Source: an optimization exercise on an open RTL-to-GDS flow (aim: small area). Production flows keep margins and buffers that such runs may drop. In this exercise RTL edits were held to simulation tests only and were not proved equivalent to the original. Power is estimated from default activity; no workload was simulated.

## color_mapper
module color_mapper
(
	input  logic                             clk,
	input  logic                             rst_n,
	input  logic [10-1:0]              draw_x,
	input  logic [10-1:0]              draw_y,
	input  logic [10-1:0]              ship_x,
	input  logic [10-1:0]              ship_y,
	input  logic [10-1:0]              ship_size,
	input  logic [4*10-1:0]  laser_x,
	input  logic [4*10-1:0]  laser_y,
	input  logic [4-1:0]           laser_en,
	input  logic [12*10-1:0] enemy_x,
	input  logic [12*10-1:0] enemy_y,
	input  logic [12-1:0]          enemy_en,
	input  logic [12-1:0]          enemy_explode,
	input  logic [10-1:0]              lives_x,
	input  logic [10-1:0]              lives_y,
	input  logic [1:0]                       num_lives,
	input  logic [11:0]                      bg_rgb,
	input  logic [23:0]                      ship_texel,
	input  logic [23:0]                      enemy_texel,
	input  logic [23:0]                      explosion_texel,
	input  logic [11:0]                      laser_rgb,
	input  logic                             lose_game,
	input  logic                             win_game,
	output logic [3:0]                       red,
	output logic [3:0]                       green,
	output logic [3:0]                       blue
);
Size: ~1,400 cells after synthesis.
==> flow/config.mk <==
export PLATFORM = sky130hd
export DESIGN_NAME = color_mapper
export DESIGN_NICKNAME = color_mapper
export VERILOG_FILES = /design/flow/design.v
export SDC_FILE = /design/flow/constraint.sdc
export NUM_CORES = 4
export LEC_CHECK = 0
export CAP_MARGIN = 10
export CORE_MARGIN = 2
export CORE_UTILIZATION = 40
export CTS_BUF_LIST = sky130_fd_sc_hd__clkbuf_4
export GPL_TIMING_DRIVEN = 0
export SLEW_MARGIN = 10
==> flow/constraint.sdc <==
create_clock -name core_clock -period 7.0 [get_ports {clk}]
set_input_delay 1.4000 -clock core_clock [delete_from_list [all_inputs] [get_ports {clk}]]
set_output_delay 1.4000 -clock core_clock [all_outputs]
set_load 0.01 [all_outputs]
standard.sh (not shown) runs the stock make flow with config.mk's settings and CLKGATE_MAP_FILE= SYNTH_SCRIPT=/design/flow/synth_recipe.tcl, a recipe that flattens the netlist after the stock synthesis.
==> flow/flow/run.sh <==
#!/bin/bash
# Layout flow: the standard ORFS flow with two changes.
#  1. Synthesis keeps the output stage (pixel_priority) as a module of its
#     own until mapping, and maps it with flow/prio.abc, a delay-aware ABC
#     script; the rest, flattened, is mapped with flow/scan.abc, an
#     area-oriented one. Both replace ORFS's delay-oriented ABC script.
#     Everything else in synthesis is the standard flow's own script, which flattens
#     the design before writing it.
#  2. Port buffers use the smallest buffer cell (buf_1).
# Each tool's output goes to a log file of its own in this folder.
set -euo pipefail
here=$(pwd)

# synthesis script: the standard flow's, with the abc call run once per group of modules
cat > "$here/flow_synth.tcl" <<EOT
proc abc {args} {
  set i [lsearch \$args -script]
  foreach {scr sel} {$here/flow/prio.abc pixel_priority $here/flow/scan.abc color_mapper} {
    set a [lreplace \$args [expr {\$i+1}] [expr {\$i+1}] \$scr]
    yosys abc {*}\$a {*}\$sel
  }
}
EOT
cat "$here/synth_recipe.tcl" >> "$here/flow_synth.tcl"

# standard.sh with our synthesis script
sed "s#SYNTH_SCRIPT=[^ ]*#SYNTH_SCRIPT=$here/flow_synth.tcl#" "$here/standard.sh" > "$here/flow_standard.sh"
grep -q "SYNTH_SCRIPT=$here/flow_synth.tcl" "$here/flow_standard.sh"

SYNTH_KEEP_MODULES=pixel_priority bash "$here/flow_standard.sh" synth > "$here/synth.log" 2>&1

export BUFFER_PORTS_ARGS="-buffer_cell sky130_fd_sc_hd__buf_1"
bash "$here/flow_standard.sh" finish > "$here/layout.log" 2>&1
==> flow/flow/prio.abc <==
strash
dch -f
map -D 4500
topo
buffer -p
upsize -D 4500
dnsize -D 4500
==> flow/flow/scan.abc <==
strash
&get -n
&st
&syn2
&dch
&nf -a -R 1000
&st
&dch -f
&nf -a -R 1000
&st
&dch -f
&nf -a -R 1000
&put
topo
Change:
==> flow/flow/scan.abc (replaced) <==
strash
&get -n
&st
&syn2
&dch
&nf -a -R 1000 -F 8 -A 8 -C 32
&st
&dch -f
&nf -a -R 1000 -F 8 -A 8 -C 32
&put
topo
Settings changed: CORE_UTILIZATION 40 to 55, PLACE_DENSITY from default to 0.75.
The changed run died in I/O pin placement (3_2_place_iop) on PPL-0024.
Area after synthesis came out lower by 0.70%.
Synthesized cell count fell by 1.3%.
Change:
Settings changed: CORE_UTILIZATION 55 to 40, PLACE_DENSITY 0.75 to default.
Outcome: Now the flow completed with no timing, DRC or antenna violations. Area after synthesis is unchanged. Synthesized cell count is unchanged.
Change:
==> flow/flow/scan.abc (replaced) <==
strash
&get -n
&st
&syn2
&dch
&nf -a -R 1000
&st
&dch -f
&nf -a -R 1000
&st
&dch -f
&nf -a -R 1000
&put
topo
Settings changed: GPL_TIMING_DRIVEN 0 to default.
The changed run passed the timing, DRC and antenna checks. Global-route usage goes up by 0.36 points. Sequential cell count stays the same. Design area came out higher by about 1.3%. Wire length rises by 1.1%. Count of clock-buffer cells in the layout does not change.
Change:
==> flow/flow/scan.abc (replaced) <==
strash
&get -n
&st
&syn2
&dch
&nf -a -R 1000 -F 8 -A 8 -C 32
&st
&dch -f
&nf -a -R 1000 -F 8 -A 8 -C 32
&put
topo
Settings changed: GPL_TIMING_DRIVEN from default to 0, PLACE_DENSITY from default to 0.9.
Total power increases slightly.
First-iteration DRC count increases by about a fifth.
Via count increases by a few percent.
Change:
==> flow/flow/run.sh (replaced) <==
#!/bin/bash
# Layout flow: the standard ORFS flow with two changes.
#  1. Synthesis (hierarchical, set in config.mk) maps each module with an
#     area-oriented ABC script in place of ORFS's delay-oriented one:
#     flow/prio.abc for the output stage, flow/scan.abc for the hit tests.
#     Everything else in synthesis is the standard flow's own script.
#  2. Port buffers use the smallest buffer cell (buf_1).
# Each tool's output goes to a log file of its own in this folder.
set -euo pipefail
here=$(pwd)

# synthesis script: the standard flow's, with the abc call run once per group of modules
cat > "$here/flow_synth.tcl" <<EOT
proc abc {args} {
  set i [lsearch \$args -script]
  foreach {scr sel} {$here/flow/prio.abc pixel_priority $here/flow/scan.abc {enemy_scan player_scan lives_hud color_mapper}} {
    set a [lreplace \$args [expr {\$i+1}] [expr {\$i+1}] \$scr]
    yosys abc {*}\$a {*}\$sel
  }
}
EOT
cat "$here/synth_recipe.tcl" >> "$here/flow_synth.tcl"

# standard.sh with our synthesis script
sed "s#SYNTH_SCRIPT=[^ ]*#SYNTH_SCRIPT=$here/flow_synth.tcl#" "$here/standard.sh" > "$here/flow_standard.sh"
grep -q "SYNTH_SCRIPT=$here/flow_synth.tcl" "$here/flow_standard.sh"

bash "$here/flow_standard.sh" synth > "$here/synth.log" 2>&1

export BUFFER_PORTS_ARGS="-buffer_cell sky130_fd_sc_hd__buf_1"
bash "$here/flow_standard.sh" finish > "$here/layout.log" 2>&1
==> flow/flow/scan.abc (replaced) <==
strash
&get -n
&st
&syn2
&dch
&nf -a -R 1000
&st
&dch -f
&nf -a -R 1000
&st
&dch -f
&nf -a -R 1000
&put
topo
Settings changed: GPL_TIMING_DRIVEN 0 to default, PLACE_DENSITY 0.9 to default, SYNTH_HIERARCHICAL from default to 1.
Result: Sequential power stays flat. Total power came out higher by 0.42%. Area after synthesis climbs by 1.8%. Worst setup slack gets better by 0.028 ns. Cell count goes up by 3.8%. Die area goes up by 1.7%.

Setup of main:
color_mapper again, from the RTL that the note above started with.
Settings: LEC_CHECK=0, CAP_MARGIN=10, CORE_MARGIN=2, CORE_UTILIZATION=40, CTS_BUF_LIST=sky130_fd_sc_hd__clkbuf_4, GPL_TIMING_DRIVEN=0, SLEW_MARGIN=10, SYNTH_HIERARCHICAL=1; clock period 7.0 ns.
==> flow/flow/run.sh <==
#!/bin/bash
# Layout flow: the standard ORFS flow with two changes.
#  1. Synthesis (hierarchical, set in config.mk) maps each module with an
#     area-oriented ABC script in place of ORFS's delay-oriented one:
#     flow/prio.abc for the output stage, flow/scan.abc for the hit tests.
#     Everything else in synthesis is the standard flow's own script.
#  2. Port buffers use the smallest buffer cell (buf_1).
# Each tool's output goes to a log file of its own in this folder.
set -euo pipefail
here=$(pwd)

# synthesis script: the standard flow's, with the abc call run once per group of modules
cat > "$here/flow_synth.tcl" <<EOT
proc abc {args} {
  set i [lsearch \$args -script]
  foreach {scr sel} {$here/flow/prio.abc pixel_priority $here/flow/scan.abc {enemy_scan player_scan lives_hud color_mapper}} {
    set a [lreplace \$args [expr {\$i+1}] [expr {\$i+1}] \$scr]
    yosys abc {*}\$a {*}\$sel
  }
}
EOT
cat "$here/synth_recipe.tcl" >> "$here/flow_synth.tcl"

# standard.sh with our synthesis script
sed "s#SYNTH_SCRIPT=[^ ]*#SYNTH_SCRIPT=$here/flow_synth.tcl#" "$here/standard.sh" > "$here/flow_standard.sh"
grep -q "SYNTH_SCRIPT=$here/flow_synth.tcl" "$here/flow_standard.sh"

bash "$here/flow_standard.sh" synth > "$here/synth.log" 2>&1

export BUFFER_PORTS_ARGS="-buffer_cell sky130_fd_sc_hd__buf_1"
bash "$here/flow_standard.sh" finish > "$here/layout.log" 2>&1
==> flow/flow/scan.abc <==
strash
&get -n
&st
&syn2
&dch
&nf -a -R 1000
&st
&dch -f
&nf -a -R 1000
&st
&dch -f
&nf -a -R 1000
&put
topo
Scripts as last shown in full above: flow/flow/prio.abc
Here is what was changed in the inputs of the feature branch compared with main.
- an added PLACE_DENSITY of 0.75
- a deleted SYNTH_HIERARCHICAL that had been 1
diff --git a/flow/flow/run.sh b/flow/flow/run.sh
--- a/flow/flow/run.sh
+++ b/flow/flow/run.sh
@@ -2,6 +2,8 @@
 # Layout flow: the standard ORFS flow with two changes.
-#  1. Synthesis (hierarchical, set in config.mk) maps each module with an
-#     area-oriented ABC script in place of ORFS's delay-oriented one:
-#     flow/prio.abc for the output stage, flow/scan.abc for the hit tests.
-#     Everything else in synthesis is the standard flow's own script.
+#  1. Synthesis keeps the output stage (pixel_priority) as a module of its
+#     own until mapping, and maps it with flow/prio.abc, a delay-aware ABC
+#     script; the rest, flattened, is mapped with flow/scan.abc, an
+#     area-oriented one. Both replace ORFS's delay-oriented ABC script.
+#     Everything else in synthesis is the standard flow's own script, which flattens
+#     the design before writing it.
 #  2. Port buffers use the smallest buffer cell (buf_1).
@@ -15,3 +17,3 @@
   set i [lsearch \$args -script]
-  foreach {scr sel} {$here/flow/prio.abc pixel_priority $here/flow/scan.abc {enemy_scan player_scan lives_hud color_mapper}} {
+  foreach {scr sel} {$here/flow/prio.abc pixel_priority $here/flow/scan.abc color_mapper} {
     set a [lreplace \$args [expr {\$i+1}] [expr {\$i+1}] \$scr]
@@ -27,3 +29,3 @@
 
-bash "$here/flow_standard.sh" synth > "$here/synth.log" 2>&1
+SYNTH_KEEP_MODULES=pixel_priority bash "$here/flow_standard.sh" synth > "$here/synth.log" 2>&1
 
==> flow/flow/scan.abc <==
strash
&get -n
&st
&syn2
&dch
&nf -a -R 1000 -F 8 -A 8 -C 32
&st
&dch -f
&nf -a -R 1000 -F 8 -A 8 -C 32
&put
topo
## What came out
- Delta (the feature branch minus main): total non-filler cell area in the finished layout moved down, synthesized instance count down 43.
- Compared with main, the feature branch shows a higher transition time at the pin with the least slew margin.
- The feature branch vs main: number of well-tap cells placed down
- In the feature branch, the post-CTS resize count came out about 14% below the value in main.
- Post-layout minimum cycle time delta (the feature branch -> main): insignificant
- In terms of number of multi-input combinational cells in the layout, main and the feature branch differ only marginally.
- Global-route track usage on met2 (the feature branch over main): increase, 7.6 points
- Re pre-CTS setup slack: main and the feature branch aren't equal, and the lower value belongs to the feature branch.

color_mapper, a different RTL version from the one above (not shown whole).
Size: about 1,400 cells after synthesis, ~530 I/O pins, about 9100 um2 of cells after synthesis.
// color_mapper
module color_mapper
(
	input  logic                             clk,
	input  logic                             rst_n,
	input  logic [10-1:0]              draw_x,
	input  logic [10-1:0]              draw_y,
	input  logic [10-1:0]              ship_x,
	input  logic [10-1:0]              ship_y,
	input  logic [10-1:0]              ship_size,
	input  logic [4*10-1:0]  laser_x,
	input  logic [4*10-1:0]  laser_y,
	input  logic [4-1:0]           laser_en,
	input  logic [12*10-1:0] enemy_x,
	input  logic [12*10-1:0] enemy_y,
	input  logic [12-1:0]          enemy_en,
	input  logic [12-1:0]          enemy_explode,
	input  logic [10-1:0]              lives_x,
	input  logic [10-1:0]              lives_y,
	input  logic [1:0]                       num_lives,
	input  logic [11:0]                      bg_rgb,
	input  logic [23:0]                      ship_texel,
	input  logic [23:0]                      enemy_texel,
	input  logic [23:0]                      explosion_texel,
	input  logic [11:0]                      laser_rgb,
	input  logic                             lose_game,
	input  logic                             win_game,
	output logic [3:0]                       red,
	output logic [3:0]                       green,
	output logic [3:0]                       blue
);
Settings: LEC_CHECK=0, CAP_MARGIN=10, CORE_MARGIN=2, CORE_UTILIZATION=40, CTS_BUF_LIST=sky130_fd_sc_hd__clkbuf_4, SLEW_MARGIN=10, SYNTH_HIERARCHICAL=1; clock period 7.0 ns.
==> flow/flow/run.sh <==
#!/bin/bash
# Layout flow: the standard ORFS flow with two changes.
#  1. Synthesis (hierarchical, set in config.mk) maps each module with an
#     area-oriented ABC script in place of ORFS's delay-oriented one:
#     flow/prio.abc for the output stage, flow/scan.abc for the hit tests.
#     Everything else in synthesis is the standard flow's own script.
#  2. Port buffers use the smallest buffer cell (buf_1), and the layout's
#     repairs may not use buffers larger than buf_2.
# Each tool's output goes to a log file of its own in this folder.
set -euo pipefail
here=$(pwd)

# synthesis script: the standard flow's, with the abc call run once per group of modules
cat > "$here/flow_synth.tcl" <<EOT
proc abc {args} {
  set i [lsearch \$args -script]
  foreach {scr sel} {$here/flow/prio.abc pixel_priority $here/flow/scan.abc {enemy_scan player_scan lives_hud color_mapper}} {
    set a [lreplace \$args [expr {\$i+1}] [expr {\$i+1}] \$scr]
    yosys abc {*}\$a {*}\$sel
  }
}
EOT
cat "$here/synth_recipe.tcl" >> "$here/flow_synth.tcl"

# standard.sh with our synthesis script
sed "s#SYNTH_SCRIPT=[^ ]*#SYNTH_SCRIPT=$here/flow_synth.tcl#" "$here/standard.sh" > "$here/flow_standard.sh"
grep -q "SYNTH_SCRIPT=$here/flow_synth.tcl" "$here/flow_standard.sh"

bash "$here/flow_standard.sh" synth > "$here/synth.log" 2>&1

export BUFFER_PORTS_ARGS="-buffer_cell sky130_fd_sc_hd__buf_1"
# layout repairs may not use the large buffers
export DONT_USE_CELLS="sky130_fd_sc_hd__buf_4 sky130_fd_sc_hd__buf_6 sky130_fd_sc_hd__buf_8 sky130_fd_sc_hd__buf_12 sky130_fd_sc_hd__buf_16"
bash "$here/flow_standard.sh" finish > "$here/layout.log" 2>&1
==> flow/flow/scan.abc <==
strash
&get -n
&st
&syn2
&dch
&nf -a -R 1000
&st
&dch -f
&nf -a -R 1000
&st
&dch -f
&nf -a -R 1000
&put
topo
Scripts as last shown in full above: flow/flow/prio.abc
The first run ran to the end with no violations.
Edit:
--- a/flow/flow/run.sh
+++ b/flow/flow/run.sh
@@ -7,2 +7 @@
-#  2. Port buffers use the smallest buffer cell (buf_1), and the layout's
-#     repairs may not use buffers larger than buf_2.
+#  2. Port buffers use the smallest buffer cell (buf_1).
@@ -32,2 +30,0 @@
-# layout repairs may not use the large buffers
-export DONT_USE_CELLS="sky130_fd_sc_hd__buf_4 sky130_fd_sc_hd__buf_6 sky130_fd_sc_hd__buf_8 sky130_fd_sc_hd__buf_12 sky130_fd_sc_hd__buf_16"
--- a/flow/config.mk
+++ b/flow/config.mk
@@ -8 +8 @@
-export CAP_MARGIN = 10
+export CAP_MARGIN = 20
@@ -11,2 +11 @@
-export CTS_BUF_LIST = sky130_fd_sc_hd__clkbuf_4
-export SLEW_MARGIN = 10
+export SLEW_MARGIN = 20
Effect: The new run produced a clean layout. Global-route usage barely changes. Core utilization is higher by 0.32 points. Power is higher by 6.5%. Non-clock buffer count is unchanged.

what the ideal ports hide:
No port has a modelled driver above. Below, the same layouts with a new extraction and two added sets of constraints. Step 1 sets driving cells, clkbuf_16 on the clock port and buf_2 on the other inputs (assumed; they add their load-dependent delay and slew). Step 2 times the ports against the registers' clock, not the clock port: input delays grow and output delays shrink by t, the midpoint of the rising clock arrivals with the driver on. a / b / c = no drivers / after step 1 / after step 2; a / b = the first two.
run | shift t [ns] | setup WS [ns] | hold slack, ns | slew at the worst register clock pin (ns)
the first run of note 1 | 0.293 | 0.271 / 0.271 / -0.022 | 1.327 / 1.330 / 1.623 | 0.08 / 0.08
the third run of note 1 | 0.308 | 0.228 / 0.229 / -0.079 | 1.312 / 1.311 / 1.619 | 0.09 / 0.09
the fourth run of note 1 | 0.307 | 0.479 / 0.477 / 0.170 | 1.314 / 1.319 / 1.626 | 0.09 / 0.09
the fifth run of note 1 | 0.293 | 0.261 / 0.263 / -0.030 | 1.344 / 1.344 / 1.637 | 0.09 / 0.09
the sixth run of note 1 | 0.302 | 0.289 / 0.286 / -0.016 | 1.314 / 1.314 / 1.617 | 0.08 / 0.08
main | 0.288 | 0.287 / 0.249 / -0.039 | 1.330 / 1.342 / 1.631 | 0.07 / 0.07
the feature branch | 0.298 | 0.287 / 0.278 / -0.020 | 1.324 / 1.329 / 1.627 | 0.09 / 0.09
the first run of note 3 | 0.296 | 0.528 / 0.531 / 0.235 | 1.326 / 1.337 / 1.634 | 0.08 / 0.08
the second run of note 3 | 0.271 | 0.520 / 0.531 / 0.260 | 1.358 / 1.368 / 1.639 | 0.05 / 0.05
With both steps, setup timing fails in 6 of these runs, where it was met with ideal ports. The setup slack of main, which loses most, moves by -0.038 ns with the drivers and by -0.326 ns with both steps.
